From an optimization exercise on the open Yosys and OpenROAD flow, aimed at small area and a short achievable clock period; shortcuts taken in it are not production practice. At most, simulation tests tie the RTL to the original design; equivalence was not proved. Function not checked in runs 5 to 7: the RTL went through the layout flow alone. Power and IR drop assume default switching activity.

==> design/flow/design.v <==
`timescale 1ns/100ps
module spiSdCard (
   input  logic sclk,
   input  logic rstn,
   input  logic ncs,
   input  logic mosi,
   output logic miso
);
   localparam int N = 256;
   localparam logic [3:0] sHunt    = 4'd0,
                          sDir     = 4'd1,
                          sFrame   = 4'd2,
                          sStart   = 4'd3,     
                          sResp    = 4'd4,     
                          sData    = 4'd5,
                          sCrc     = 4'd6,
                          sTokHunt = 4'd7,
                          sWrData  = 4'd8,
                          sWrCrc   = 4'd9,
                          sStartW  = 4'd10,    
                          sDrBusy  = 4'd11;    
   logic [3:0]             state;
   logic [10:0]            cnt;         
   logic [5:0]             idx;
   logic [8-1:0]   adr;         
   logic                   a8;          
   logic                   fA;          
   logic                   fB;          
   logic                   appCmd;
   logic                   wasApp;      
   logic                   initDone;
   logic [7:0]             lenm1;       
   logic                   misoReg;
   logic [6:0]             shReg;
   logic                   act;
   logic [2:0]             bitc;
   logic [7:0]             byteIx;
   logic [2:0]             sIx;
   assign act    = !ncs;
   assign bitc   = cnt[2:0];
   assign byteIx = cnt[10:3];
   assign sIx    = cnt[5:3];
   assign miso   = misoReg | ncs;
   logic       hi;           
   logic       badLen;
   logic       outOfRange;
   logic       vhsOk;
   logic [8:0] endSum;
   assign hi         = fA | fB;
   assign badLen     = hi | (a8 == (adr != '0));
   assign endSum     = {1'b0, adr} + {1'b0, lenm1};
   assign outOfRange = hi | a8 | endSum[8];
   assign vhsOk      = !fB && a8;
   logic [7:0] r1Live;
   logic       ill, pe, ae;
   logic       kR7, kR3, kRd, wrOk;
   always_comb begin
      ill = 1'b0;
      pe  = 1'b0;
      ae  = 1'b0;
      if (wasApp)
         ill = (idx != 6'd41);
      else
         case (idx)
            6'd0, 6'd8, 6'd55, 6'd58: ;
            6'd16, 6'd17, 6'd24: begin
               if (!initDone)            ill = 1'b1;
               else if (idx == 6'd16)    pe  = badLen;
               else                      ae  = outOfRange;
            end
            default: ill = 1'b1;
         endcase
   end
   assign r1Live = {1'b0, pe, ae, 2'b00, ill, 1'b0, !initDone};
   assign kR7    = !wasApp && idx == 6'd8;
   assign kR3    = !wasApp && idx == 6'd58;
   assign kRd    = !wasApp && idx == 6'd17 && initDone && !outOfRange;
   assign wrOk   = !wasApp && idx == 6'd24 && initDone && !outOfRange;
   logic [2:0]     ph;
   logic [2:0]     k;           
   logic [8*N-1:0] ring;
   logic [7:0]     buf8;        
   logic           wOn;         
   logic           tap;
   logic           nb;          
   logic [7:0]     rdByte;
   logic           wrLoad;
   logic           rdNext;
   assign k   = ~ph;
   assign tap = ring[8*adr + 7];
   assign nb  = wOn ? buf8[k] : tap;
   always_ff @(posedge sclk)
      ph <= ph + 3'd1;
   for (genvar r = 0; r < N; r++) begin : gRow
      always_ff @(posedge sclk)
         ring[8*r +: 8] <= {ring[8*r +: 7],
                            (wOn && adr == 8'(r)) ? buf8[k] : ring[8*r + 7]};
   end
   always_comb
      for (int j = 0; j < 8; j++)
         rdByte[j] = (k == 3'(j)) ? nb : buf8[j];
   assign wrLoad = rstn && act && state == sWrData && bitc == 3'd7;
   assign rdNext = rstn && act && state == sData && bitc == 3'd0;
   always_ff @(posedge sclk) begin
      buf8 <= wrLoad ? {shReg, mosi} : rdByte;
      if (wrLoad)
         wOn <= 1'b1;
      else if (act && state == sDir)
         wOn <= 1'b0;
   end
   logic [7:0] curByte;
   always_comb begin
      curByte = 8'hFF;
      case (state)
         sResp:
            case (sIx)
               3'd1: curByte = r1Live;
               3'd2: curByte = kR3 ? 8'h80 : kR7 ? 8'h00 : 8'hFF;
               3'd3: curByte = kR3 ? 8'hFF : kR7 ? 8'h00 : 8'hFE;
               3'd4: curByte = kR3 ? 8'h80 : kR7 ? {7'b0, vhsOk} : 8'hFF;
               3'd5: curByte = kR3 ? 8'h00 : kR7 ? adr : 8'hFF;
               default: ;
            endcase
         sData:   curByte = rdByte;
         sCrc:    if (sIx[1] == 1'b0) curByte = 8'hAA;
         sDrBusy: if (sIx == 3'd0) curByte = 8'h05;
                  else if (sIx != 3'd5) curByte = 8'h00;
         default: ;
      endcase
   end
   logic decode;
   logic txOn;
   assign txOn   = state == sResp || state == sData || state == sCrc || state == sDrBusy;
   assign decode = act && state == sFrame && cnt[5:0] == 6'd46;
   always_ff @(posedge sclk) begin
      misoReg <= !rstn || !txOn || ((bitc == 3'd0) ? curByte[7] : shReg[6]);
      if (act)
         shReg <= (bitc == 3'd0 && state != sWrData) ? curByte[6:0] : {shReg[5:0], mosi};
   end
   always_ff @(posedge sclk) begin
      if (act)
         cnt <= cnt + 11'd1;
      if (act && state == sFrame) begin
         if (cnt < 11'd6)
            idx <= {idx[4:0], mosi};
         if (cnt < 11'd38)
            {a8, adr} <= {adr, mosi};
         if (cnt >= 11'd6 && cnt < 11'd26)
            fA <= fA | mosi;
         if (cnt >= 11'd26 && cnt < 11'd29)
            fB <= fB | mosi;
      end
      if ((wrLoad && wOn) || rdNext)
         adr <= adr + 1'b1;
      if (!rstn) begin
         state    <= sHunt;
         appCmd   <= 1'b0;
         initDone <= 1'b0;
         lenm1    <= 8'd255;
      end else begin
         case (state)
            sHunt:   if (act && !mosi) state <= sDir;
            sDir:    if (act && mosi) begin
                        state <= sFrame;
                        cnt   <= '0;
                        fA    <= 1'b0;
                        fB    <= 1'b0;
                     end
            sFrame:  if (decode) begin
                        state  <= sStart;
                        appCmd <= !appCmd && idx == 6'd55;
                        wasApp <= appCmd;
                        if (appCmd && idx == 6'd41)
                           initDone <= 1'b1;
                        if (!appCmd && idx == 6'd0)
                           initDone <= 1'b0;
                        if (!appCmd && idx == 6'd16 && initDone && !badLen)
                           lenm1 <= adr - 8'd1;
                     end
            sStart:  begin
                        state <= sResp;
                        cnt   <= '0;
                     end
            sResp:   if (act) begin
                        if (kRd) begin
                           if (sIx == 3'd3 && bitc == 3'd7) begin
                              state <= sData;
                              cnt   <= '0;
                           end
                        end else if (bitc == 3'd0 && sIx == ((kR7 || kR3) ? 3'd6 : 3'd2))
                           state <= wrOk ? sTokHunt : sHunt;
                     end
            sData:   if (act && bitc == 3'd7 && byteIx == lenm1) begin
                        state <= sCrc;
                        cnt   <= '0;
                     end
            sCrc:    if (act && bitc == 3'd0 && sIx == 3'd2)
                        state <= sHunt;
            sTokHunt: if (act && !mosi) begin
                        state <= sWrData;
                        cnt   <= '0;
                     end
            sWrData: if (act && bitc == 3'd7 && byteIx == lenm1) begin
                        state <= sWrCrc;
                        cnt   <= '0;
                     end
            sWrCrc:  if (act && cnt[3:0] == 4'd15)
                        state <= sStartW;
            sStartW: begin
                        state <= sDrBusy;
                        cnt   <= '0;
                     end
            sDrBusy: if (act && bitc == 3'd0 && sIx == 3'd5)
                        state <= sHunt;
            default: state <= sHunt;
         endcase
      end
   end
endmodule
==> design/flow/run.sh <==
#!/bin/bash
# synth_recipe.tcl (not shown) runs the flow's synth.tcl, then flattens the netlist and writes it again
# the make line also repeats each setting of config.mk as NAME=value (left out here)
make -C /OpenROAD-flow-scripts/flow DESIGN_CONFIG=/design/flow/config.mk WORK_HOME=/design/flow/orfs CLKGATE_MAP_FILE= SYNTH_SCRIPT=/design/flow/synth_recipe.tcl finish
==> design/flow/config.mk <==
export PLATFORM = sky130hd
export DESIGN_NAME = spiSdCard
export DESIGN_NICKNAME = spiSdCard
export VERILOG_FILES = /design/flow/design.v
export SDC_FILE = /design/flow/constraint.sdc
export NUM_CORES = 4
export LEC_CHECK = 0
export CAP_MARGIN = 20
export CORE_MARGIN = 2
export CORE_UTILIZATION = 40
export SETUP_SLACK_MARGIN = 1.5
export SLEW_MARGIN = 20
==> design/flow/constraint.sdc <==
create_clock -name core_clock -period 4.0 [get_ports {sclk}]
set_input_delay 0.8000 -clock core_clock [delete_from_list [all_inputs] [get_ports {sclk}]]
set_output_delay 0.8000 -clock core_clock [all_outputs]
set_load 0.01 [all_outputs]
==> run notes, run 1 <==
most frequent cell after synthesis -> dfxtp_1
Worst Hold Class -> flip-flop to flip-flop
I/O Buffers -> 4
DP HPWL -> 55.05 mm
final hold slack -> 302.3 ps
share of post-route cells with drive strength above 1 -> 0.1632
routability cong. -> 0.8463
final worst slack -> 952.6 ps
number of enable flip-flop cells after synthesis -> 23
Reg2Reg Setup Slack -> 950 ps
Net Sw Frac -> 0.2076
relative slew slack -> 0.4649
row cnt -> 131
FF-to-FF Start -> adr[0]
via count -> 24.73k
clock root buffer -> clkbuf_16
Cell Count, Final, Fillers Out -> 5369
fmax -> 328.2 MHz
clock skew -> 34.36 ps
Worst-path clk slew -> 70 ps
dpl ws -> 311.4 ps
CTS Buf Count -> 183
area added between synthesis and finish -> 19.08%
diodes inserted -> 0
post-route ant nets -> 0
Routed wire per std cell -> 17.97 um
Sequential Power Share -> 0.534
Skew-Pair Late Insertion Delay -> 790 ps
syn_area_per_cell -> 14.99 um^2
crit path capture type -> flip-flop
CTS Hold Bufs -> 0
Ys Warns -> 1
first-pass GRT wire length -> 143.1 mm
Post-synth ARST share -> 0
Leak -> 23.49 nW
crit start category -> flip-flop
area leader, netlist -> dfxtp_1
Mapped Nets -> 3435
critical path required time -> 4510 ps
Max clock buf depth -> 3
Netlist cell types -> 80
Pins Over Slew Limit -> 0
Slew @ Worst Pin -> 799.7 ps
FF-to-FF End -> shReg[2]
reg2reg path depth -> 12
largest net degree at the start of global routing -> 99
Die X-Extent -> 361.5 um
Pwr per Cell Area -> 659.2 nW/um^2
#FFs+latches synth -> 2111
Initial DRT Pass Iterations -> 7
DRC errors left -> 0
Combinational Power Share -> 0.024
ranking of synthesized cells by area -> dfxtp_1, a31oi_1, a21oi_1
Psw -> 0.008328 W
hold path depth -> 0
WL final -> 96.47 mm
Setup Viol. Count Final -> 0
Synth top area share -> 0.8179
total negative setup slack -> 0 ps
Mapped Cells -> 3409
fin nets -> 3585
Die ar. -> 130600 um^2
total power -> 0.04012 W
endpoints failing hold -> 0
GRT overflow -> 0
core area -> 127200 um^2
Placed Cells -> 4964
cell internal pwr -> 0.03179 W
critical-path maximum fanout -> 5
Worst Path Arrival -> 3550 ps
RSZ-0062 raised after global routing -> yes
gr usage total -> 0.1436
total clock sinks -> 2111
Seq/Total Area, Yosys -> 0.8314
I/O pin count -> 5
initial antenna violation count -> 0
Initial Utilization -> 0.4018
ys flop type -> dfxtp_1
initial drt markers -> 1902
Commonest cells post-synth -> dfxtp_1, a21oi_1, a31oi_1
max cap viols -> 0
CTS tree -> yes
detail-routed via count per cell -> 4.606
post-synthesis instance area -> 51110 um^2
Final Critical Period -> 3047 ps
H-tree depth -> 4
part of the cycle the worst path needs -> 0.7618
vias in the first global route -> 23.53k
Worst Min Path Start -> ring[1152]
Die Height -> 361.5 um
Setup CP Type -> flip-flop to flip-flop
Max IR drop VDD -> 0.3935 mV
run status -> no timing/DRC/antenna violations
hold endpoint -> ring[1153]
clock power share -> 0.442
[kinds of logic (layout without fill, tap and decap cells)]
| group | count (synthesis) | in the layout | synth area share |
|---|---|---|---|
| XOR/XNOR | 27 | 27 | 0.004627 |
| adder cells (fa/ha/maj) | 22 | 22 | 0.005386 |
| flip-flops | 2111 | 2111 | 0.8314 |
| buffers and inverters | 196 | 491 | 0.01699 |
| AND/OR/NAND/NOR | 275 | 277 | 0.02695 |
| AO/OA/AOI/OAI | 695 | 696 | 0.08079 |
| multiplexers | 83 | 83 | 0.03388 |
[cell type report]
type / instances / area (um^2)
Clock buffer: 267 / 5403
Clock inverter: 66 / 810.8
Fill cell: 10747 / 66330
Inverter: 16 / 86.33
Multi-Input combinational cell: 1105 / 8368
Sequential cell: 2111 / 42500
Tap cell: 1662 / 2079
Timing Repair Buffer: 142 / 1619
[sequential cells by signal, indices dropped and copies added (netlist names)]
register / cells
a8: 1
adr: 8
appCmd: 1
buf8: 8
cnt: 11
fA: 1
fB: 1
idx: 6
initDone: 1
lenm1: 8
misoReg: 1
ph: 3
ring: 2048
shReg: 7
state: 4
wOn: 1
wasApp: 1
[critical path: stages (launching register included)]
cell	delay [ps]
edfxtp_1	420
buf_6	150
buf_12	140
buf_6	120
buf_12	110
mux4_2	450
a22oi_2	210
nand3b_1	120
a22oi_2	330
o311ai_4	180
nand3_4	170
a21boi_4	270
o41ai_2	80
[worst max path at each step]
| stage | endpoint | start | slack [ps] | cells after the start |
|---|---|---|---|---|
| 4_1_cts | misoReg | adr[0] | 990 | 11 |
| 6_report | shReg[2] | adr[0] | 950 | 12 |
| 2_1_floorplan | state[1] | ncs | 1520 | 8 |
| 3_5_place_dp | shReg[1] | adr[1] | 310 | 10 |
| 3_3_place_gp | shReg[1] | adr[1] | 450 | 10 |
| 5_1_grt | shReg[2] | adr[0] | 910 | 12 |
[power by group through the flow]
| stage | Sequential (W) | Combinational (W) | Clock, W |
|---|---|---|---|
| 3_3_place_gp | 0.0219 | 0.000805 | 0 |
| 4_1_cts | 0.0214 | 0.000852 | 0.0181 |
| 6_report | 0.0214 | 0.000971 | 0.0177 |
| 5_1_grt | 0.0214 | 0.00105 | 0.0189 |
| 2_1_floorplan | 0.0218 | 0.000631 | 0 |
| 3_5_place_dp | 0.0219 | 0.000808 | 0 |
[layer usage]
layer / track usage / vias up / routed length, um
li1: - / 12044 / -
met1: 0.2080 / 11922 / 48590
met2: 0.2079 / 590 / 40490
met3: 0.02944 / 172 / 4561
met4: 0.06095 / 0 / 2825
met5: 0 / - / 0
[cell usage in the layout (no fill, tap or decap), types with 28 or more instances in the layout]
master,instances
dfxtp_1,2084
nor2_1,46
a21oi_1,297
nand2_1,72
o21ai_0,35
clkbuf_8,38
a31oi_1,262
clkbuf_16,192
buf_12,28
buf_4,84
clkbuf_1,40
mux4_2,55
[timing repair]
action                                 CTS  global route
endpoints found under the hold margin    0             0
setup buffers                           31            30
gates cloned                             4             7
pin swaps                               22            33
resized for setup                       50           123
setup endpoints to repair              212           179
[stage by stage]
stage                       util  instance area, um^2
final                     0.4785                60860
after global routing      0.4785                60860
after CTS                 0.4719                60020
after detailed placement  0.4184                53220
after global placement    0.4184                53220
after floorplan                -                51120
==> inputs of run 2 (changes only) <==
--- a/design/flow/config.mk
+++ b/design/flow/config.mk
@@ -10,3 +10,2 @@
 export CORE_UTILIZATION = 40
-export SETUP_SLACK_MARGIN = 1.5
 export SLEW_MARGIN = 20
==> run 2 against run 1 <==
Effect of this change:
- still clean on timing, DRC and antenna
- core utilization fell by 0.92 points
- via count is 0.77% lower
- sequential power barely moved
- design area decreased by 1.9%
- critical path type unchanged
- flip-flop and latch count unchanged
==> run notes, run 2 <==
Worst-path clk slew -> 60 ps
Setup Viol. Count Final -> 0
#FFs+latches synth -> 2111
Synth top area share -> 0.8179
area added between synthesis and finish -> 16.79%
critical-path maximum fanout -> 42
commonest non-fill, non-tap cell in the layout -> dfxtp_1
most frequent cell after synthesis -> dfxtp_1
first-pass GRT wire length -> 145.9 mm
CTS Buf Count -> 186
Post-CTS Repair Setup Buffers -> 0
Placed Cells -> 4966
syn_area_per_cell -> 14.99 um^2
critical path's slowest cell -> mux4_1
DP HPWL -> 60.27 mm
top flop regs -> ring (2048), cnt (11)
Max clock buf depth -> 3
most frequent cells in the layout -> dfxtp_1, a21oi_1, a31oi_1
post-route ant nets -> 0
area of the multi-input gates -> 7943 um^2
FF-to-FF Start -> adr[1]
Mapped Cells -> 3409
RSZ-0062 raised after global routing -> no
Slew @ Worst Pin -> 950.3 ps
crit path capture type -> flip-flop
clock root buffer -> clkbuf_16
Ys Warns -> 1
CTS Hold Bufs -> 0
Pins Over Slew Limit -> 0
CP max stage delay -> 620 ps
hold endpoint -> ring[819]
worst path bufs/invs -> 1
number of enable flip-flop cells after synthesis -> 23
Pwr per Cell Area -> 674.4 nW/um^2
CP delay by family, top -> multiplexers
FF-to-FF End -> shReg[2]
fmax -> 295.6 MHz
Final Critical Period -> 3383 ps
register cell area after layout -> 42490 um^2
endpoints failing hold -> 0
Netlist cell types -> 80
cts repair resizes -> 0
FILL cells -> 10.96k
core area -> 127200 um^2
clock skew -> 30.45 ps
Die ar. -> 130600 um^2
Cell Count, Final, Fillers Out -> 5300
largest net degree at the start of global routing -> 74
Worst Hold Class -> flip-flop to flip-flop
critical path required time -> 4510 ps
ranking of synthesized cells by area -> dfxtp_1, a31oi_1, a21oi_1
dpl ws -> 655.2 ps
final hold slack -> 305.3 ps
gr usage total -> 0.1475
WL final -> 97.00 mm
post-synthesis instance area -> 51110 um^2
max cap viols -> 0
Leak -> 23.08 nW
Seq/Total Area, Yosys -> 0.8314
DRC errors left -> 0
relative slew slack -> 0.3606
Initial DRT Pass Iterations -> 5
initial drt markers -> 1663
vias in the first global route -> 23.63k
share of post-route cells with drive strength above 1 -> 0.1297
H-tree depth -> 4
final worst slack -> 616.8 ps
Post-synth ARST share -> 0
total clock sinks -> 2111
Commonest cells post-synth -> dfxtp_1, a21oi_1, a31oi_1
routability cong. -> 0.8569
CTS tree -> yes
Skew-Pair Late Insertion Delay -> 780 ps
Max IR drop VDD -> 0.3661 mV
area leader, netlist -> dfxtp_1
I/O Buffers -> 4
Reg2Reg Setup Slack -> 620 ps
diodes inserted -> 0
Initial Utilization -> 0.4018
GRT overflow -> 0
fin nets -> 3518
Die X-Extent -> 361.5 um
Routed wire per std cell -> 18.30 um
run status -> no timing/DRC/antenna violations
part of the cycle the worst path needs -> 0.8458
detail-routed via count per cell -> 4.630
CP Cell Sequence -> buf_12, mux4_1, mux2i_1, o211ai_1, a21oi_1, o311ai_2, nand3_2, a21boi_4, o41ai_2
Biggest register -> ring
Worst Min Path Start -> ring[818]
reg2reg path depth -> 9
Largest register FFs -> 2048
total negative setup slack -> 0 ps
row cnt -> 131
Die Height -> 361.5 um
Setup CP Type -> flip-flop to flip-flop
ys flop type -> dfxtp_1
via count -> 24.54k
initial antenna violation count -> 2
Mapped Nets -> 3435
I/O pin count -> 5
hold path depth -> 0
crit start category -> flip-flop
Worst Path Arrival -> 3890 ps
-- run 2: cell count changes in the layout (fill, tap and decap cells not counted), moves of 5 or more --
cell / delta
nor2_2: -6
buf_4: -25
buf_6: -17
nand2_1: +5
mux4_2: -9
mux4_1: +9
o21ai_0: +6
buf_12: -16
o31ai_1: +5
nor2_1: +5
-- run 2: kinds of logic after synthesis --
family / count (synthesis) / share of synthesized area
adder cells (fa/ha/maj): 22 / 0.005386
multiplexers: 83 / 0.03388
buffers and inverters: 196 / 0.01699
AND/OR/NAND/NOR: 275 / 0.02695
AO/OA/AOI/OAI: 695 / 0.08079
XOR/XNOR: 27 / 0.004627
flip-flops: 2111 / 0.8314
-- run 2: worst max path at each step --
stage	startpoint	end	cells after the start
final	adr[1]	shReg[2]	9
after global routing	adr[3]	shReg[2]	9
after CTS	adr[1]	shReg[2]	9
after detailed placement	adr[1]	shReg[2]	9
after global placement	adr[1]	shReg[2]	9
after floorplan	adr[1]	lenm1[4]	13
-- run 2: metrics by stage --
stage | instance area (um^2) | util | total power (W)
floorplan | 51110 | - | 0.02242
detailed placement | 53300 | 0.4190 | 0.02271
CTS | 59690 | 0.4693 | 0.04065
global placement | 53300 | 0.4190 | 0.02269
global route | 59690 | 0.4693 | 0.04159
finish | 59690 | 0.4693 | 0.04026
-- run 2: metal layers --
metal | track usage | vias up | routed length (um)
li1 | - | 11925 | -
met1 | 0.2075 | 11910 | 47640
met2 | 0.2231 | 537 | 42270
met3 | 0.02816 | 166 | 4004
met4 | 0.06087 | 0 | 3087
met5 | 0 | - | 0
-- run 2: final cells by class --
cell class,instances,share of cell area
Clock buffer,264,0.09087
Clock inverter,70,0.01629
Inverter,16,0.001006
Multi-Input combinational cell,1102,0.1331
Sequential cell,2111,0.7118
Tap cell,1662,0.03484
Timing Repair Buffer,75,0.01212
-- run 2: power by group --
part / switching (W) / leakage, nW / internal, W
sequential: 0.000173 / 17.0 / 0.0213
clock: 0.00756 / 3.14 / 0.0105
combinational: 0.000530 / 2.91 / 0.000277
-- run 2: worst reg2reg max path, stage by stage (launching register included) --
cell and delay, ps:
edfxtp_1 400, buf_12 330, mux4_1 650, mux2i_1 560
o211ai_1 240, a21oi_1 210, o311ai_2 130, nand3_2 180
a21boi_4 310, o41ai_2 120
==> inputs of run 3 (changes only) <==
--- a/design/flow/design.v
+++ b/design/flow/design.v
@@ -24,3 +24,5 @@
    logic [5:0]             idx;
-   logic [8-1:0]   adr;         
+   logic [6:0]             row1;        
+   logic                   par;         
+   logic [6:0]             row0;        
    logic                   a8;          
@@ -48,7 +50,11 @@
    logic [8:0] endSum;
+   logic [7:0] argLo;
+   assign argLo      = {row1, par};
    assign hi         = fA | fB;
-   assign badLen     = hi | (a8 == (adr != '0));
-   assign endSum     = {1'b0, adr} + {1'b0, lenm1};
-   assign outOfRange = hi | a8 | endSum[8];
+   assign endSum     = {1'b0, argLo} + {1'b0, lenm1};
    assign vhsOk      = !fB && a8;
+   always_ff @(posedge sclk) begin
+      badLen     <= hi | (a8 == (argLo != '0));
+      outOfRange <= hi | a8 | endSum[8];
+   end
    logic [7:0] r1Live;
@@ -80,31 +86,58 @@
    logic [2:0]     k;           
+   logic [2:0]     k2;          
+   logic [2:0]     kn;          
    logic [8*N-1:0] ring;
-   logic [7:0]     buf8;        
-   logic           wOn;         
-   logic           tap;
-   logic           nb;          
-   logic [7:0]     rdByte;
+   logic [7:0]     g0, g1;
+   logic [7:0]     g0d, g1d;
+   logic           wOn0, wOn1;  
+   logic [7:0]     mid0, mid1;
+   logic           tq0, tq1;
+   logic           wq0, wq1;    
    logic           wrLoad;
    logic           rdNext;
-   assign k   = ~ph;
-   assign tap = ring[8*adr + 7];
-   assign nb  = wOn ? buf8[k] : tap;
+   logic [7:0]     wrByte;
+   assign k  = ~ph;
+   assign k2 = ~(ph - 3'd2);
+   assign kn = ~(ph + 3'd1);
    always_ff @(posedge sclk)
       ph <= ph + 3'd1;
-   for (genvar r = 0; r < N; r++) begin : gRow
-      always_ff @(posedge sclk)
-         ring[8*r +: 8] <= {ring[8*r +: 7],
-                            (wOn && adr == 8'(r)) ? buf8[k] : ring[8*r + 7]};
-   end
-   always_comb
-      for (int j = 0; j < 8; j++)
-         rdByte[j] = (k == 3'(j)) ? nb : buf8[j];
+   for (genvar q = 0; q < N/2; q++) begin : gRow
+      always_ff @(posedge sclk) begin
+         ring[16*q +: 8]     <= {ring[16*q +: 7],
+                                 (wOn0 && row0 == 7'(q)) ? wq0 : ring[16*q + 7]};
+         ring[16*q + 8 +: 8] <= {ring[16*q + 8 +: 7],
+                                 (wOn1 && row1 == 7'(q)) ? wq1 : ring[16*q + 15]};
+      end
+   end
+   for (genvar g = 0; g < 8; g++) begin : gMid
+      always_ff @(posedge sclk) begin
+         mid0[g] <= ring[16*{g[2:0], row0[3:0]} + 7];
+         mid1[g] <= ring[16*{g[2:0], row1[3:0]} + 15];
+      end
+   end
+   assign wrByte = {shReg, mosi};
    assign wrLoad = rstn && act && state == sWrData && bitc == 3'd7;
    assign rdNext = rstn && act && state == sData && bitc == 3'd0;
-   always_ff @(posedge sclk) begin
-      buf8 <= wrLoad ? {shReg, mosi} : rdByte;
-      if (wrLoad)
-         wOn <= 1'b1;
-      else if (act && state == sDir)
-         wOn <= 1'b0;
+   always_comb begin
+      g0d = g0;
+      g1d = g1;
+      if (!wOn0) g0d[k2] = tq0;
+      if (!wOn1) g1d[k2] = tq1;
+      if (wrLoad && !par) g0d = wrByte;
+      if (wrLoad &&  par) g1d = wrByte;
+   end
+   always_ff @(posedge sclk) begin
+      tq0 <= mid0[row0[6:4]];
+      tq1 <= mid1[row1[6:4]];
+      g0  <= g0d;
+      g1  <= g1d;
+      wq0 <= g0d[kn];
+      wq1 <= g1d[kn];
+      if (wrLoad) begin
+         if (!par) wOn0 <= 1'b1;
+         if (par)  wOn1 <= 1'b1;
+      end else if (act && state == sDir) begin
+         wOn0 <= 1'b0;
+         wOn1 <= 1'b0;
+      end
    end
@@ -120,6 +153,6 @@
                3'd4: curByte = kR3 ? 8'h80 : kR7 ? {7'b0, vhsOk} : 8'hFF;
-               3'd5: curByte = kR3 ? 8'h00 : kR7 ? adr : 8'hFF;
+               3'd5: curByte = kR3 ? 8'h00 : kR7 ? argLo : 8'hFF;
                default: ;
             endcase
-         sData:   curByte = rdByte;
+         sData:   curByte = par ? g1 : g0;
          sCrc:    if (sIx[1] == 1'b0) curByte = 8'hAA;
@@ -146,3 +179,3 @@
          if (cnt < 11'd38)
-            {a8, adr} <= {adr, mosi};
+            {a8, row1, par} <= {row1, par, mosi};
          if (cnt >= 11'd6 && cnt < 11'd26)
@@ -152,4 +185,9 @@
       end
-      if ((wrLoad && wOn) || rdNext)
-         adr <= adr + 1'b1;
+      if (rdNext || wrLoad) begin
+         par <= !par;
+         if (!par && (rdNext || wOn0)) row0 <= row0 + 7'd1;
+         if ( par && (rdNext || wOn1)) row1 <= row1 + 7'd1;
+      end
+      if (state == sStart)
+         row0 <= row1 + 7'(par);
       if (!rstn) begin
@@ -177,3 +215,3 @@
                         if (!appCmd && idx == 6'd16 && initDone && !badLen)
-                           lenm1 <= adr - 8'd1;
+                           lenm1 <= argLo - 8'd1;
                      end
--- a/design/flow/config.mk
+++ b/design/flow/config.mk
@@ -10,2 +10,3 @@
 export CORE_UTILIZATION = 40
+export SETUP_SLACK_MARGIN = 1.6
 export SLEW_MARGIN = 20
==> run 3 against run 2 <==
Effect of this change:
- register-to-register slack improved by 870 ps
- critical path type unchanged
- critical endpoint is now state[0]
- fmax is 35% higher
- clock power about the same
- sequential power increased by 4%
- core utilization up 0.25 points
- clock skew fell by 3.2 ps
==> run notes, run 3 <==
DRC errors left -> 0
I/O Buffers -> 4
relative slew slack -> 0.3062
initial drt markers -> 1463
syn_area_per_cell -> 15.32 um^2
Commonest cells post-synth -> dfxtp_1, nor2_1, mux2_2
DP HPWL -> 52.82 mm
top flop regs -> ring (2048), cnt (11)
run status -> no timing/DRC/antenna violations
area added between synthesis and finish -> 16.71%
Worst-path clk slew -> 70 ps
Initial Utilization -> 0.4042
commonest non-fill, non-tap cell in the layout -> dfxtp_1
vias in the first global route -> 23.74k
RSZ-0062 raised after global routing -> yes
Skew-Pair Late Insertion Delay -> 780 ps
Biggest register -> ring
Seq/Total Area, Yosys -> 0.8112
CTS Hold Bufs -> 0
critical path's slowest cell -> or4b_4
crit start category -> flip-flop
routability cong. -> 0.8589
WL final -> 89.22 mm
CP max stage delay -> 590 ps
share of post-route cells with drive strength above 1 -> 0.2190
via count -> 24.07k
Routed wire per std cell -> 16.14 um
critical-path maximum fanout -> 3
Max clock buf depth -> 3
most frequent cells in the layout -> dfxtp_1, nor2_1, mux2_2
CTS tree -> yes
Netlist cell types -> 72
Synth top area share -> 0.7971
critical path required time -> 4670 ps
Die ar. -> 136300 um^2
core area -> 132000 um^2
post-synthesis instance area -> 53340 um^2
Worst Hold Class -> flip-flop to flip-flop
total power -> 0.04200 W
Setup Viol. Count Final -> 0
initial antenna violation count -> 0
Pwr per Cell Area -> 674.7 nW/um^2
most frequent cell after synthesis -> dfxtp_1
Die Height -> 369.2 um
number of enable flip-flop cells after synthesis -> 25
total negative setup slack -> 0 ps
diodes inserted -> 0
Initial DRT Pass Iterations -> 5
largest net degree at the start of global routing -> 95
I/O pin count -> 5
ranking of synthesized cells by area -> dfxtp_1, mux2_2, mux4_2
CP Cell Sequence -> or4b_4, a21oi_4, mux2_4, a311o_1, or4_1, o211a_1
Post-synth ARST share -> 0
Pins Over Slew Limit -> 0
endpoints failing hold -> 0
max cap viols -> 0
GRT overflow -> 0
gr usage total -> 0.1324
Mapped Cells -> 3483
Reg2Reg Setup Slack -> 1490 ps
fmax -> 398.6 MHz
Slew @ Worst Pin -> 1041 ps
post-route ant nets -> 0
ys flop type -> dfxtp_1
Util after Layout -> 0.4718
#FFs+latches synth -> 2149
Largest register FFs -> 2048
Max IR drop VDD -> 0.3922 mV
final hold slack -> 303.4 ps
Die X-Extent -> 369.2 um
part of the cycle the worst path needs -> 0.6271
H-tree depth -> 4
CTS Buf Count -> 181
area leader, netlist -> dfxtp_1
Final Critical Period -> 2509 ps
fin nets -> 3656
Mapped Nets -> 3516
clock skew -> 27.23 ps
Worst Path Arrival -> 3180 ps
total clock sinks -> 2149
row cnt -> 133
clock root buffer -> clkbuf_16
CP delay by family, top -> simple AND/OR/NAND/NOR gates
detail-routed via count per cell -> 4.355
crit path capture type -> flip-flop
worst path bufs/invs -> 0
first-pass GRT wire length -> 139.0 mm
Ys Warns -> 1
Setup CP Type -> flip-flop to flip-flop
Leak -> 24.40 nW
FILL cells -> 11.37k
[run 3: metrics by stage]
stage	setup WS [ps]	std cells	area, um^2
after floorplan	1413	3483	53400
after global placement	553.9	5151	55390
after detailed placement	577.6	5151	55390
after CTS	1461	5512	62040
after global routing	1443	5527	62250
final	1491	5527	62250
[run 3: area by class of cell]
cell class | count | area [um^2] | area share
clock buffer | 253 | 5276 | 0.08475
timing repair buffer | 83 | 650.6 | 0.01045
clock inverter | 79 | 943.4 | 0.01515
tap | 1755 | 2196 | 0.03527
inverter | 23 | 86.33 | 0.001387
sequential | 2149 | 43320 | 0.6958
multi-input combinational | 1185 | 9786 | 0.1572
[run 3: routing by layer]
layer | vias to the layer above | routed length [um] | global-route usage
met3 | 174 | 3683 | 0.02888
met5 | - | 0 | 0
met2 | 432 | 38820 | 0.1989
met4 | 0 | 2518 | 0.05165
li1 | 11862 | - | -
met1 | 11603 | 44190 | 0.1860
[run 3: cell families (layout without fill, tap and decap cells)]
kind of cell,after synthesis,count (layout),share of synthesized area
adders and majority gates,29,29,0.006802
and+or+nand+nor,585,585,0.04930
AOI/OAI and AO/OA,164,164,0.01977
buffers and inverters,149,438,0.01093
muxes,368,368,0.09558
DFF,2149,2149,0.8112
xor gates and xnor gates,39,39,0.006404
[run 3: timing repair]
action                                  in CTS  in global routing
buffers inserted                            29                 15
endpoints found under the setup margin     182                158
cloned                                       0                  0
pin swaps                                    5                 10
hold endpoints to repair                     0                  0
resized for setup                           65                 30
[run 3: worst paths after layout]
path	endpoint	cells after the start	from
setup reg to reg	state[0]	6	idx[0]
hold reg to reg	ring[691]	0	ring[690]
hold / removal	ring[691]	0	ring[690]
setup / recovery	state[0]	6	idx[0]
[run 3: where the power goes]
part	switching [W]	internal [W]	leakage (nW)
clock	0.00753	0.0102	3.07
combinational	0.00121	0.000770	3.97
sequential	0.000326	0.0220	17.4
==> inputs of run 4 (changes only) <==
--- a/design/flow/config.mk
+++ b/design/flow/config.mk
@@ -9,3 +9,6 @@
 export CORE_MARGIN = 2
-export CORE_UTILIZATION = 40
+export CORE_UTILIZATION = 60
+export CTS_BUF_LIST = sky130_fd_sc_hd__clkbuf_4 sky130_fd_sc_hd__clkbuf_8
+export CTS_CLUSTER_DIAMETER = 80
+export CTS_CLUSTER_SIZE = 16
 export SETUP_SLACK_MARGIN = 1.6
==> run 4 against run 3 <==
Effect of this change:
- still clean
- sequential power hardly changed
- global-route usage rose by 7.1 points
- wire length grew 3.2%
- non-clock buffer count up 20
- clock-buffer cell count is 91 lower
- clock power is 45% lower
- flip-flop and latch count is the same
- via count shrank 0.64%
- die area fell by 33%
- synthesized area is the same
- critical path depth unchanged
- combinational power about the same
- critical endpoint unchanged
==> run notes, run 4 <==
run status -> no timing/DRC/antenna violations
GRT overflow -> 0
via count -> 23.92k
reg2reg path depth -> 6
fin nets -> 3649
initial antenna violation count -> 3
FILL cells -> 6236
top flop regs -> ring (2048), cnt (11)
cell internal pwr -> 0.02638 W
Ys Warns -> 1
row cnt -> 109
routability cong. -> 0.8270
Mapped Cells -> 3483
initial drt markers -> 1328
post-route ant nets -> 0
vias in the first global route -> 24.44k
detail-routed via count per cell -> 4.977
WL final -> 92.05 mm
Routed wire per std cell -> 19.16 um
Die X-Extent -> 302.2 um
Largest register FFs -> 2048
total clock sinks -> 2149
Placed Cells -> 4568
crit path capture type -> flip-flop
fmax -> 398.9 MHz
RSZ-0062 raised after global routing -> yes
Seq/Total Area, Yosys -> 0.8112
gr usage total -> 0.2035
ys flop type -> dfxtp_1
hold path depth -> 0
Pins Over Slew Limit -> 0
Net Sw Frac -> 0.2263
Final Critical Period -> 2507 ps
max cap viols -> 0
clock power share -> 0.286
Psw -> 0.007716 W
Biggest register -> ring
relative slew slack -> 0.4457
area added between synthesis and finish -> 8.402%
Worst Hold Class -> flip-flop to flip-flop
Initial DRT Pass Iterations -> 6
commonest non-fill, non-tap cell in the layout -> dfxtp_1
Max clock buf depth -> 3
critical-path maximum fanout -> 3
area leader, netlist -> dfxtp_1
DP HPWL -> 56.12 mm
clock skew -> 38.99 ps
critical path required time -> 4750 ps
core area -> 88240 um^2
most frequent cells in the layout -> dfxtp_1, nor2_1, mux2_2
Commonest cells post-synth -> dfxtp_1, nor2_1, mux2_2
part of the cycle the worst path needs -> 0.6267
post-synthesis instance area -> 53340 um^2
syn_area_per_cell -> 15.32 um^2
largest net degree at the start of global routing -> 66
total negative setup slack -> 0 ps
endpoints failing hold -> 0
Die Height -> 302.2 um
Pwr per Cell Area -> 589.7 nW/um^2
Worst-path clk slew -> 100 ps
final hold slack -> 311.1 ps
first-pass GRT wire length -> 140.9 mm
Slew @ Worst Pin -> 831.5 ps
clock root buffer -> clkbuf_8
CTS Buf Count -> 153
Setup CP Type -> flip-flop to flip-flop
Skew-Pair Late Insertion Delay -> 860 ps
Synth top area share -> 0.7971
Max IR drop VDD -> 0.5358 mV
#FFs+latches synth -> 2149
H-tree depth -> 4
ranking of synthesized cells by area -> dfxtp_1, mux2_2, mux4_2
Worst Path Arrival -> 3260 ps
number of enable flip-flop cells after synthesis -> 25
I/O Buffers -> 4
Initial Utilization -> 0.6045
Post-synth ARST share -> 0
Setup Viol. Count Final -> 0
Sequential Power Share -> 0.656
Cell Count, Final, Fillers Out -> 4805
final worst slack -> 1493 ps
most frequent cell after synthesis -> dfxtp_1
Netlist cell types -> 72
share of post-route cells with drive strength above 1 -> 0.1959
Mapped Nets -> 3516
Combinational Power Share -> 0.059
Die ar. -> 91300 um^2
DRC errors left -> 0
Leak -> 22.66 nW
crit start category -> flip-flop
I/O pin count -> 5
dpl ws -> 659.3 ps
CTS tree -> yes
==> run 4: cell types whose count changed in the layout (fill, tap and decap cells not counted), sizes merged <==
| cell | delta |
|---|---|
| buf | +20 |
| bufinv | -14 |
| clkbuf | -92 |
| clkinv | -41 |
| clkinvlp | -1 |
| diode | +1 |
| dlymetal6s2s | +1 |
| inv | -7 |
| or3 | +1 |
==> run 4: layout make-up <==
type	count	area, um^2	area share
antenna	1	2.502	0.00004328
clock buffer	162	2186	0.03780
clock inverter	16	161.4	0.002791
inverter	23	86.33	0.001493
multi-input combinational	1186	9766	0.1689
sequential	2149	43330	0.7493
tap	1165	1458	0.02521
timing repair buffer	103	834.6	0.01443
==> run 4: power by group through the flow <==
stage | Combinational, W | Clock (W) | Sequential [W]
after global placement | 0.00169 | 0 | 0.0229
after global routing | 0.00215 | 0.0109 | 0.0224
after CTS | 0.00185 | 0.0101 | 0.0224
after floorplan | 0.00131 | 0 | 0.0226
after detailed placement | 0.00170 | 0 | 0.0229
final | 0.00201 | 0.00974 | 0.0224
==> run 4: final timing paths <==
kind	slack, ps	end	startpoint
worst min register to register	310	ring[1844]	ring[1843]
worst min-delay path	310	ring[1844]	ring[1843]
worst max-delay path	1490	state[0]	idx[0]
worst max register to register	1490	state[0]	idx[0]
==> run 4: per-stage QoR <==
stage | total power (W) | util | instance area (um^2)
2_1_floorplan | 0.02387 | - | 53400
3_3_place_gp | 0.02458 | 0.6201 | 54710
3_5_place_dp | 0.02460 | 0.6201 | 54710
4_1_cts | 0.03435 | 0.6512 | 57460
5_1_grt | 0.03546 | 0.6553 | 57820
6_report | 0.03410 | 0.6553 | 57820
==> run 4: repair_timing <==
action	4_1_cts	5_1_grt
pin swaps	7	7
setup buffers	31	26
gates cloned	0	1
endpoints found under the hold margin	0	0
setup endpoints to repair	274	96
gates resized for setup	54	37
hold buffers	0	0
==> run 4: routing by layer <==
layer / global-route usage / vias up / part of all wire / wire length [um]
met5: 0 / - / 0.00014 / 13
met2: 0.3248 / 449 / 0.46 / 42290
met4: 0.09099 / 2 / 0.035 / 3183
li1: - / 11669 / - / -
met3: 0.03713 / 198 / 0.039 / 3592
met1: 0.2731 / 11598 / 0.47 / 42970
==> run 4: worst max-delay path: stages, from the launching register on <==
cell and delay (ps):
edfxtp_1 410, or4b_4 570, a21oi_4 170, mux2_4 330, a311o_1 380, or4_1 410
o211a_1 140
==> run 4: kinds of logic (layout without fill, tap and decap cells) <==
| group | count (synthesis) | after routing | synth area share |
|---|---|---|---|
| multiplexers | 368 | 368 | 0.09558 |
| AND/OR/NAND/NOR | 585 | 586 | 0.04930 |
| XOR/XNOR | 39 | 39 | 0.006404 |
| adder cells (fa/ha/maj) | 29 | 29 | 0.006802 |
| AO/OA/AOI/OAI | 164 | 164 | 0.01977 |
| other | 0 | 1 | 0 |
| buffers and inverters | 149 | 304 | 0.01093 |
| flip-flops | 2149 | 2149 | 0.8112 |
==> inputs of run 5 (changes only) <==
--- a/design/flow/design.v
+++ b/design/flow/design.v
@@ -79,7 +79,13 @@
    end
-   assign r1Live = {1'b0, pe, ae, 2'b00, ill, 1'b0, !initDone};
-   assign kR7    = !wasApp && idx == 6'd8;
-   assign kR3    = !wasApp && idx == 6'd58;
-   assign kRd    = !wasApp && idx == 6'd17 && initDone && !outOfRange;
-   assign wrOk   = !wasApp && idx == 6'd24 && initDone && !outOfRange;
+   logic       rLong;        
+   logic       lastQ;        
+   always_ff @(posedge sclk) begin
+      r1Live <= {1'b0, pe, ae, 2'b00, ill, 1'b0, !initDone};
+      kR7    <= !wasApp && idx == 6'd8;
+      kR3    <= !wasApp && idx == 6'd58;
+      rLong  <= !wasApp && (idx == 6'd8 || idx == 6'd58);
+      kRd    <= !wasApp && idx == 6'd17 && initDone && !outOfRange;
+      wrOk   <= !wasApp && idx == 6'd24 && initDone && !outOfRange;
+      lastQ  <= byteIx == lenm1;
+   end
    logic [2:0]     ph;
@@ -92,2 +98,4 @@
    logic           wOn0, wOn1;  
+   logic           wOnI0, wOnI1;  
+   logic           incW0, incW1;  
    logic [7:0]     mid0, mid1;
@@ -106,5 +114,5 @@
          ring[16*q +: 8]     <= {ring[16*q +: 7],
-                                 (wOn0 && row0 == 7'(q)) ? wq0 : ring[16*q + 7]};
+                                 (wOnI0 && row0 == 7'(q)) ? wq0 : ring[16*q + 7]};
          ring[16*q + 8 +: 8] <= {ring[16*q + 8 +: 7],
-                                 (wOn1 && row1 == 7'(q)) ? wq1 : ring[16*q + 15]};
+                                 (wOnI1 && row1 == 7'(q)) ? wq1 : ring[16*q + 15]};
       end
@@ -133,4 +141,8 @@
       g1  <= g1d;
-      wq0 <= g0d[kn];
-      wq1 <= g1d[kn];
+      wq0   <= g0[kn];
+      wq1   <= g1[kn];
+      wOnI0 <= wOn0;
+      wOnI1 <= wOn1;
+      incW0 <= wrLoad && !par && wOn0;
+      incW1 <= wrLoad &&  par && wOn1;
       if (wrLoad) begin
@@ -187,5 +199,5 @@
          par <= !par;
-         if (!par && (rdNext || wOn0)) row0 <= row0 + 7'd1;
-         if ( par && (rdNext || wOn1)) row1 <= row1 + 7'd1;
-      end
+      end
+      if ((rdNext && !par) || incW0) row0 <= row0 + 7'd1;
+      if ((rdNext &&  par) || incW1) row1 <= row1 + 7'd1;
       if (state == sStart)
@@ -227,6 +239,6 @@
                            end
-                        end else if (bitc == 3'd0 && sIx == ((kR7 || kR3) ? 3'd6 : 3'd2))
+                        end else if (bitc == 3'd0 && sIx == (rLong ? 3'd6 : 3'd2))
                            state <= wrOk ? sTokHunt : sHunt;
                      end
-            sData:   if (act && bitc == 3'd7 && byteIx == lenm1) begin
+            sData:   if (act && bitc == 3'd7 && lastQ) begin
                         state <= sCrc;
@@ -240,3 +252,3 @@
                      end
-            sWrData: if (act && bitc == 3'd7 && byteIx == lenm1) begin
+            sWrData: if (act && bitc == 3'd7 && lastQ) begin
                         state <= sWrCrc;
==> run 5 against run 4 <==
Effect of this change:
- still clean
- hold slack lost 24 ps
- fmax fell by 0.62%
- wire length shrank 4.5%
- design area shrank 0.14%
- via count fell by 1.7%
- clock power hardly changed
- synthesized area up 0.86%
- final cell count fell by 1.8%
- register-to-register slack worse by 20 ps
- clock-buffer cell count is 1 higher
- setup slack got worse by 16 ps
- sequential share of layout area is 0.93 points higher
- critical path type unchanged
- largest cell class unchanged
- largest power group unchanged
==> run notes, run 5 <==
run status -> no timing/DRC/antenna violations
CTS Buf Count -> 153
post-route ant nets -> 0
Pins Over Slew Limit -> 0
clock root buffer -> clkbuf_8
CP max stage delay -> 620 ps
initial drt markers -> 1345
Mapped Nets -> 3481
crit path capture type -> flip-flop
register cell area after layout -> 43800 um^2
syn_area_per_cell -> 15.61 um^2
Largest register FFs -> 2048
part of the cycle the worst path needs -> 0.6307
Seq/Total Area, Yosys -> 0.8138
I/O pin count -> 5
Setup CP Type -> flip-flop to flip-flop
H-tree depth -> 4
fmax -> 396.4 MHz
Biggest register -> ring
crit start category -> flip-flop
most frequent cells in the layout -> dfxtp_1, mux2_2, nor2_1
Slew @ Worst Pin -> 1002 ps
Worst-path clk slew -> 100 ps
#FFs+latches synth -> 2163
relative slew slack -> 0.3323
detail-routed via count per cell -> 4.981
area added between synthesis and finish -> 7.328%
critical-path maximum fanout -> 19
Max IR drop VDD -> 0.3929 mV
DRC errors left -> 0
ranking of synthesized cells by area -> dfxtp_1, mux2_2, mux4_2
area of the multi-input gates -> 9558 um^2
Commonest cells post-synth -> dfxtp_1, mux2_2, nor2_1
worst path bufs/invs -> 1
total power -> 0.03341 W
Initial Utilization -> 0.6069
DP HPWL -> 52.50 mm
total clock sinks -> 2163
via count -> 23.51k
total negative setup slack -> 0 ps
WL final -> 87.86 mm
CP delay by family, top -> simple AND/OR/NAND/NOR gates
Synth top area share -> 0.7870
final hold slack -> 287.0 ps
Post-synth ARST share -> 0
initial antenna violation count -> 4
Die Height -> 303.4 um
vias in the first global route -> 23.96k
Setup Viol. Count Final -> 0
top flop regs -> ring (2048), cnt (11)
Initial DRT Pass Iterations -> 5
CP Cell Sequence -> buf_6, ha_1, nand3_1, nor2_1, mux2_2
CTS Hold Bufs -> 0
FILL cells -> 6370
fin nets -> 3567
commonest non-fill, non-tap cell in the layout -> dfxtp_1
Netlist cell types -> 76
critical path's slowest cell -> nand3_1
RSZ-0062 raised after global routing -> yes
core area -> 88650 um^2
row cnt -> 109
endpoints failing hold -> 0
Die ar. -> 92080 um^2
Worst Hold Class -> flip-flop to flip-flop
Mapped Cells -> 3446
Pwr per Cell Area -> 578.7 nW/um^2
CTS tree -> yes
routability cong. -> 0.8187
I/O Buffers -> 4
ys flop type -> dfxtp_1
GRT overflow -> 0
number of enable flip-flop cells after synthesis -> 48
first-pass GRT wire length -> 137.1 mm
largest net degree at the start of global routing -> 88
post-synthesis instance area -> 53800 um^2
area leader, netlist -> dfxtp_1
Leak -> 22.60 nW
max cap viols -> 0
Ys Warns -> 1
gr usage total -> 0.1957
share of post-route cells with drive strength above 1 -> 0.1839
clock skew -> 47.04 ps
Worst Path Arrival -> 3230 ps
critical path required time -> 4710 ps
Die X-Extent -> 303.4 um
Final Critical Period -> 2523 ps
Max clock buf depth -> 3
Routed wire per std cell -> 18.62 um
most frequent cell after synthesis -> dfxtp_1
Skew-Pair Late Insertion Delay -> 840 ps
## run 5: power by group
part / switching, W / total, W / internal, W
registers: 0.000364 / 0.0224 / 0.0220
logic: 0.000786 / 0.00133 / 0.000540
clock network: 0.00612 / 0.00972 / 0.00361
## run 5: path summary, 6_finish.rpt
| path | startpoint | endpoint | slack (ps) | depth (start not counted) |
|---|---|---|---|---|
| setup / recovery | row1[1] | ring[1512] | 1480 | 5 |
| hold / removal | ring[1382] | ring[1383] | 290 | 0 |
| setup reg to reg | row1[1] | ring[1512] | 1480 | 5 |
| hold reg to reg | ring[1382] | ring[1383] | 290 | 0 |
## run 5: area by class of cell
cell class                      count  area share
Inverter                           21    0.001387
Multi-Input combinational cell   1136      0.1655
Sequential cell                  2163      0.7586
Clock buffer                      163     0.03799
Antenna cell                        3   0.0001300
Clock inverter                     11    0.001582
Tap cell                         1165     0.02524
Timing Repair Buffer               57    0.009513
## run 5: routing by layer
layer / wire [um] / up-vias / global-route usage / part of all wire
met3: 3191 / 154 / 0.03598 / 0.036
met1: 45330 / 11499 / 0.2950 / 0.52
li1: - / 11463 / - / -
met5: 0 / - / 0 / 0
met4: 2119 / 0 / 0.06804 / 0.024
met2: 37220 / 389 / 0.2852 / 0.42
## run 5: through the flow
step	cell area (um^2)	std cells	util	setup WS [ps]
final	57740	4719	0.6514	1477
after global routing	57740	4717	0.6513	1362
after CTS	57540	4708	0.6491	1384
after detailed placement	55080	4526	0.6214	538.8
after global placement	55080	4526	0.6214	620.9
after floorplan	53800	3446	-	1635
## run 5: timing repair
item	in CTS	in global routing
cloned	0	0
setup endpoints to repair	196	163
endpoints found under the hold margin	0	0
buffers inserted	8	8
gates resized for setup	27	35
pin swaps	0	1
## run 5: cells by family (layout without fill, tap and decap cells)
logic type	count (synthesis)	after routing	share of synthesized area
AOI/OAI and AO/OA	148	148	0.01895
and+or+nand+nor	552	552	0.04800
other	0	3	0
xor gates and xnor gates	40	40	0.006512
buffers and inverters	147	252	0.01107
DFF	2163	2163	0.8138
adders and majority gates	31	31	0.007210
muxes	365	365	0.09445
==> inputs of run 6 (changes only) <==
--- a/design/flow/config.mk
+++ b/design/flow/config.mk
@@ -9,7 +9,7 @@
 export CORE_MARGIN = 2
-export CORE_UTILIZATION = 60
+export CORE_UTILIZATION = 75
 export CTS_BUF_LIST = sky130_fd_sc_hd__clkbuf_4 sky130_fd_sc_hd__clkbuf_8
-export CTS_CLUSTER_DIAMETER = 80
-export CTS_CLUSTER_SIZE = 16
-export SETUP_SLACK_MARGIN = 1.6
+export CTS_CLUSTER_DIAMETER = 60
+export CTS_CLUSTER_SIZE = 18
+export SETUP_SLACK_MARGIN = 1.7
 export SLEW_MARGIN = 20
==> run 6 against run 5 <==
Effect of this change:
- largest cell class unchanged
- die area shrank 20%
- final cell count shrank 4.1%
- total power grew 0.70%
- still clean
- non-clock buffer count grew 22
==> run notes, run 6 <==
reg2reg path depth -> 5
area leader, netlist -> dfxtp_1
Pins Over Slew Limit -> 0
Commonest cells post-synth -> dfxtp_1, mux2_2, nor2_1
clock root buffer -> clkbuf_8
total power -> 0.03365 W
syn_area_per_cell -> 15.61 um^2
Worst-path clk slew -> 110 ps
Synth Area in Compound Gates -> 0.01895
area added between synthesis and finish -> 7.410%
Initial Utilization -> 0.7552
Skew-Pair Late Insertion Delay -> 840 ps
crit start category -> flip-flop
CP Cell Sequence -> or2_4, buf_6
top flop regs -> ring (2048), cnt (11)
Setup Viol. Count Final -> 0
largest net degree at the start of global routing -> 106
Worst Hold Class -> flip-flop to flip-flop
H-tree depth -> 4
Ys Warns -> 1
run status -> no timing/DRC/antenna violations
I/O Buffers -> 4
mux cell area share after synthesis -> 0.09445
post-synthesis instance area -> 53800 um^2
Worst Min Path Start -> ring[1213]
Die Height -> 271.8 um
Setup CP Type -> flip-flop to output port
Max clock buf depth -> 3
Combinational Power Share -> 0.044
DRC errors left -> 0
Pwr per Cell Area -> 582.3 nW/um^2
relative slew slack -> 0.2807
Worst Path Arrival -> 1460 ps
number of enable flip-flop cells after synthesis -> 48
first-pass GRT wire length -> 151.2 mm
CP delay by family, top -> flip-flops
register cell area after layout -> 43810 um^2
FILL cells -> 3416
initial antenna violation count -> 3
crit path capture type -> output port
Max IR drop VDD -> 0.4553 mV
critical path required time -> 3200 ps
final hold slack -> 305.2 ps
Netlist cell types -> 76
Final Critical Period -> 2262 ps
largest family of logic cells by synthesized area -> multiplexers
gr usage total -> 0.2710
WL final -> 97.91 mm
Mapped Nets -> 3481
I/O pin count -> 5
GRT overflow -> 0
core area -> 71240 um^2
finished layout cell area -> 57790 um^2
Post-Synth XOR/XNOR Area -> 0.006512
detail-routed via count per cell -> 5.371
Die ar. -> 73890 um^2
FF-to-FF End -> ring[352]
CP max stage delay -> 310 ps
Slew @ Worst Pin -> 1079 ps
max cap viols -> 0
row cnt -> 98
total clock sinks -> 2163
Initial DRT Pass Iterations -> 6
CTS tree -> yes
initial drt markers -> 1557
critical path's slowest cell -> dfxtp_1
post-route ant nets -> 0
clock power share -> 0.291
via count -> 24.31k
worst path bufs/invs -> 1
total negative setup slack -> 0 ps
cell internal pwr -> 0.02609 W
most frequent cell after synthesis -> dfxtp_1
fmax -> 442.0 MHz
Net Sw Frac -> 0.2246
#FFs+latches synth -> 2163
Psw -> 0.007557 W
vias in the first global route -> 25.85k
most frequent cells in the layout -> dfxtp_1, mux2_2, nor2_1
hold endpoint -> ring[1214]
commonest non-fill, non-tap cell in the layout -> dfxtp_1
CTS Buf Count -> 141
fin nets -> 3577
clock skew -> 42.53 ps
Mapped Cells -> 3446
share of post-route cells with drive strength above 1 -> 0.1929
DP HPWL -> 57.12 mm
Routed wire per std cell -> 21.63 um
Sequential Power Share -> 0.665
post-synthesis adder-cell area fraction -> 0.007210
Reg2Reg Setup Slack -> 1760 ps
CTS Hold Bufs -> 0
Die X-Extent -> 271.8 um
critical-path maximum fanout -> 1
part of the cycle the worst path needs -> 0.5656
RSZ-0062 raised after global routing -> yes
FF-to-FF Start -> row0[3]
Synth top area share -> 0.7870
simple-gate share of the synthesized area -> 0.04800
routability cong. -> 0.9077
Largest register FFs -> 2048
Leak -> 22.72 nW
ys flop type -> dfxtp_1
endpoints failing hold -> 0
Post-synth ARST share -> 0
area of the multi-input gates -> 9687 um^2
Seq/Total Area, Yosys -> 0.8138
hold path depth -> 0
ranking of synthesized cells by area -> dfxtp_1, mux2_2, mux4_2
Biggest register -> ring
DP Area -> 54790 um^2
## run 6: kinds of logic (layout without fill, tap and decap cells)
logic type,Yosys count,count (layout)
muxes,365,365
adders and majority gates,31,31
and+or+nand+nor,552,552
AOI/OAI and AO/OA,148,148
other,0,5
DFF,2163,2163
buffers and inverters,147,273
xor gates and xnor gates,40,40
## run 6: worst reg2reg max path, stage by stage (launching register included)
cell and delay (ps):
edfxtp_1 470, buf_4 180, nor2b_2 380, nand3_2 450
nor2_1 310, mux2_2 370
## run 6: layout make-up
type                       count  area share
antenna                        5   0.0002165
clock buffer                 152     0.03534
clock inverter                21    0.004764
inverter                      21    0.001559
multi-input combinational   1136      0.1676
sequential                  2163      0.7582
tap                          950     0.02057
timing repair buffer          79     0.01176
## run 6: repair_timing
action | CTS | global route
pin swaps | 1 | 3
endpoints found under the setup margin | 257 | 142
resized for setup | 41 | 47
hold endpoints to repair | 0 | 0
buffers inserted | 30 | 10
## run 6: how the worst max path moves through the flow
stage | start | end | slack, ps | cells after the start
final | misoReg | miso | 1740 | 2
after global routing | wOnI0 | ring[208] | 1640 | 4
after CTS | misoReg | miso | 1510 | 2
after global placement | ncs | lenm1[1] | 720 | 7
after detailed placement | ncs | lenm1[3] | 640 | 7
after floorplan | rstn | g0[0] | 1660 | 4
## run 6: power groups by stage
stage                     clock network [W]  logic (W)  registers [W]
after floorplan                           0    0.00103         0.0226
after global placement                    0    0.00120         0.0229
after detailed placement                  0    0.00123         0.0229
after CTS                           0.00999    0.00135         0.0224
after global routing                 0.0107    0.00160         0.0224
final                               0.00979    0.00149         0.0224
## run 6: layer usage
metal / global-route usage / vias to the layer above / part of all wire
met5: 0 / - / 0.000082
met2: 0.4458 / 560 / 0.48
met1: 0.3633 / 11995 / 0.44
met4: 0.1180 / 2 / 0.041
li1: - / 11519 / -
met3: 0.04064 / 238 / 0.039
## run 6: stage by stage
stage	utilization	instances	worst slack, ps
detailed placement	0.7690	4308	639.9
CTS	0.8069	4511	1510
global placement	0.7690	4308	719.1
global route	0.8111	4527	1642
finish	0.8111	4527	1738
floorplan	-	3446	1663
==> inputs of run 7 (changes only) <==
--- a/design/flow/design.v
+++ b/design/flow/design.v
@@ -111,8 +111,20 @@
       ph <= ph + 3'd1;
+   logic [7:0]  hi0, hi1;
+   logic [15:0] lo0, lo1;
+   always_comb
+      for (int i = 0; i < 16; i++) begin
+         lo0[i] = row0[3:0] == 4'(i);
+         lo1[i] = row1[3:0] == 4'(i);
+         if (i < 8) begin
+            hi0[i] = wOnI0 && row0[6:4] == 3'(i);
+            hi1[i] = wOnI1 && row1[6:4] == 3'(i);
+         end
+      end
    for (genvar q = 0; q < N/2; q++) begin : gRow
+      logic s0, s1;
+      assign s0 = hi0[q/16] & lo0[q%16];
+      assign s1 = hi1[q/16] & lo1[q%16];
       always_ff @(posedge sclk) begin
-         ring[16*q +: 8]     <= {ring[16*q +: 7],
-                                 (wOnI0 && row0 == 7'(q)) ? wq0 : ring[16*q + 7]};
-         ring[16*q + 8 +: 8] <= {ring[16*q + 8 +: 7],
-                                 (wOnI1 && row1 == 7'(q)) ? wq1 : ring[16*q + 15]};
+         ring[16*q +: 8]     <= {ring[16*q +: 7],     (s0 & wq0) | (!s0 & ring[16*q + 7])};
+         ring[16*q + 8 +: 8] <= {ring[16*q + 8 +: 7], (s1 & wq1) | (!s1 & ring[16*q + 15])};
       end
--- a/design/flow/config.mk
+++ b/design/flow/config.mk
@@ -13,3 +13,3 @@
 export CTS_CLUSTER_SIZE = 18
-export SETUP_SLACK_MARGIN = 1.7
+export SETUP_SLACK_MARGIN = 1.8
 export SLEW_MARGIN = 20
==> run 7 against run 6 <==
Effect of this change:
- still clean on timing, DRC and antenna
- critical endpoint unchanged
- non-clock buffer count stayed put
- core utilization increased by 0.64 points
- flip-flop and latch count did not move
- setup slack worse by 55 ps
- critical path type is now input pin to output port
- combinational power shrank 52%
- hold slack better by 4.1 ps
- largest cell class unchanged
- sequential power down 2%
==> run notes, run 7 <==
share of post-route cells with drive strength above 1 -> 0.1972
fin nets -> 3566
clock root buffer -> clkbuf_8
endpoints failing hold -> 0
Setup CP Type -> input pin to output port
Skew-Pair Late Insertion Delay -> 840 ps
first-pass GRT wire length -> 150.4 mm
routability cong. -> 0.8215
detail-routed via count per cell -> 5.363
critical path's slowest cell -> clkdlybuf4s15_2
initial antenna violation count -> 1
GRT overflow -> 0
most frequent cells in the layout -> dfxtp_1, nor2_1, mux2_2
area added between synthesis and finish -> 7.475%
Initial Utilization -> 0.7607
Post-Synth XOR/XNOR Area -> 0.006706
Max IR drop VDD -> 0.5696 mV
Ys Warns -> 1
I/O pin count -> 5
Netlist cell types -> 65
core area -> 70390 um^2
post-route ant nets -> 0
Pins Over Slew Limit -> 0
I/O Buffers -> 4
Max clock buf depth -> 3
Mapped Cells -> 3423
mux cell area share after synthesis -> 0.09531
Seq/Total Area, Yosys -> 0.8176
top flop regs -> ring (2048), cnt (11)
fmax -> 431.5 MHz
crit path from -> ncs
Cell Count, Final, Fillers Out -> 4501
vias in the first global route -> 26.02k
commonest non-fill, non-tap cell in the layout -> dfxtp_1
area leader, netlist -> dfxtp_1
syn_area_per_cell -> 15.64 um^2
Largest register FFs -> 2048
Die ar. -> 73550 um^2
ranking of synthesized cells by area -> dfxtp_1, mux2_2, mux4_2
DRC errors left -> 0
initial drt markers -> 1534
Setup Viol. Count Final -> 0
row cnt -> 97
CP Cell Sequence -> clkdlybuf4s15_2, or2_4, buf_6
gr usage total -> 0.2688
Routed wire per std cell -> 21.61 um
total power -> 0.03240 W
Worst Hold Class -> flip-flop to flip-flop
CP max stage delay -> 300 ps
clock skew -> 48.78 ps
register cell area after layout -> 43810 um^2
Worst Path Arrival -> 1520 ps
post-synthesis adder-cell area fraction -> 0.006776
total clock sinks -> 2163
Post-synth ARST share -> 0
Biggest register -> ring
reg2reg path depth -> 5
max cap viols -> 0
FILL cells -> 3319
CTS tree -> yes
largest net degree at the start of global routing -> 88
critical-path maximum fanout -> 10
Commonest cells post-synth -> dfxtp_1, nor2_1, mux2_2
Synth top area share -> 0.7907
Final Critical Period -> 2318 ps
via count -> 24.14k
Placed Cells -> 4278
CTS Hold Bufs -> 0
Worst-path clk slew -> 120 ps
Reg2Reg Setup Slack -> 1740 ps
part of the cycle the worst path needs -> 0.5794
critical path required time -> 3200 ps
RSZ-0062 raised after global routing -> yes
number of enable flip-flop cells after synthesis -> 48
FF-to-FF Start -> row1[0]
Leak -> 22.63 nW
hold path depth -> 0
total negative setup slack -> 0 ps
Die Height -> 271.2 um
Mapped Nets -> 3456
crit path capture type -> output port
WL final -> 97.28 mm
crit start category -> input pin
Slew @ Worst Pin -> 989.1 ps
largest family of logic cells by synthesized area -> multiplexers
#FFs+latches synth -> 2163
CTS Buf Count -> 140
simple-gate share of the synthesized area -> 0.04587
critical path capture point -> miso
H-tree depth -> 4
ys flop type -> dfxtp_1
Die X-Extent -> 271.2 um
run status -> no timing/DRC/antenna violations
FF-to-FF End -> ring[1128]
most frequent cell after synthesis -> dfxtp_1
DP HPWL -> 56.81 mm
area of the multi-input gates -> 9599 um^2
post-synthesis instance area -> 53550 um^2
Initial DRT Pass Iterations -> 5
relative slew slack -> 0.3406
Synth Area in Compound Gates -> 0.01780
Pwr per Cell Area -> 563.0 nW/um^2
## run 7: cell count changes in the layout (fill, tap and decap cells not counted), moves of 6 or more
cell / change
nand2_1: -64
nand3_1: -15
a22oi_1: +8
nand2_2: +24
a31oi_1: +6
nor2_1: +70
nand2_4: +10
a32oi_1: -7
nand3_2: -7
and3_1: -10
a21oi_1: -7
nor2b_1: +6
## run 7: final cells by class
class / count / area share
Sequential cell: 2163 / 0.7613
Multi-Input combinational cell: 1130 / 0.1668
Clock buffer: 152 / 0.03570
Tap cell: 940 / 0.02044
Timing Repair Buffer: 79 / 0.01133
Clock inverter: 17 / 0.003196
Inverter: 19 / 0.001239
Antenna cell: 1 / 0.00004348
## run 7: worst max-delay path: cells and delay by family
| family | cells | cell delay [ps] |
|---|---|---|
| buf+inv | 2 | 420 |
| simple gates | 1 | 300 |
## run 7: worst min-delay path by stage
stage / from / to / slack (ps)
after global routing: ring[1708] / ring[1709] / 310
after CTS: ring[586] / ring[587] / 310
after detailed placement: ring[1169] / ring[1170] / 310
after global placement: ring[1790] / ring[1791] / 310
after floorplan: ring[1000] / ring[1001] / 310
final: ring[685] / ring[686] / 310
## run 7: power by group
group | switching, W | internal, W | total [W] | leakage, nW
combinational | 0.000439 | 0.000279 | 0.000718 | 3.96
clock | 0.00624 | 0.00350 | 0.00974 | 1.16
sequential | 0.000170 | 0.0218 | 0.0219 | 17.5
total | 0.00685 | 0.0256 | 0.0324 | 22.6
## run 7: logic make-up (layout without fill, tap and decap cells)
group,Yosys count,in the layout
adder cells (fa/ha/maj),29,29
AND/OR/NAND/NOR,553,554
buffers and inverters,131,267
AO/OA/AOI/OAI,139,139
flip-flops,2163,2163
other,0,1
multiplexers,367,367
XOR/XNOR,41,41
## run 7: repair_timing
action | CTS | global route
pin swaps | 13 | 4
cloned | 1 | 0
gates resized for setup | 79 | 46
buffers inserted | 35 | 17
setup endpoints to repair | 371 | 259
## run 7: through the flow
step                        util  instance area, um^2  setup slack [ps]  hold slack (ps)
after floorplan                -                53590              1485            309.6
after global placement    0.7745                54520             827.9            309.6
after detailed placement  0.7745                54520             784.6            312.1
after CTS                 0.8136                57270              1519            306.8
after global routing      0.8176                57550              1663            312.4
final                     0.8176                57550              1682            309.3
## run 7: routing by layer
layer  global-route usage  wire length, um  vias to the layer above
li1                     -                -                    11410
met1               0.3469            41490                    11971
met2               0.4577            48290                      531
met3              0.04272             3758                      226
met4               0.1118             3746                        0
met5                    0                0                        -

[afterwards: timing with drivers on the ports]
No port has a modelled driver above. Below, the same layouts with a new extraction and two added sets of constraints. Step 1, drivers: a clkbuf_16 drives sclk and a buf_2 each remaining input, both assumed. Step 2 moves the port delays by t, midway between the first and last clock arrival at a register: inputs arrive t later, outputs are due t later. That takes back most of the time a late clock gives input paths. Three values: no drivers, after step 1, after step 2; two values: the first two.
| run | shift t [ns] | setup WS [ns] | worst hold slack (ns) |
|---|---|---|---|
| run 1 | 0.851 | 0.953 / 0.953 / 0.890 | 0.302 / 0.302 / 0.302 |
| run 2 | 0.841 | 0.617 / 0.617 / 0.617 | 0.305 / 0.305 / 0.305 |
| run 3 | 0.839 | 1.491 / 1.491 / 0.905 | 0.303 / 0.303 / 0.303 |
| run 4 | 0.895 | 1.493 / 1.493 / 0.781 | 0.311 / 0.311 / 0.311 |
| run 5 | 0.881 | 1.477 / 1.477 / 0.945 | 0.287 / 0.287 / 0.287 |
| run 6 | 0.885 | 1.738 / 1.673 / 1.053 | 0.305 / 0.305 / 0.305 |
| run 7 | 0.884 | 1.682 / 1.655 / 1.137 | 0.309 / 0.309 / 0.309 |
After both steps every run listed still meets setup and hold. The setup slack of run 4, which loses most, moves by 0.000 ns with the drivers and by -0.712 ns with both steps.
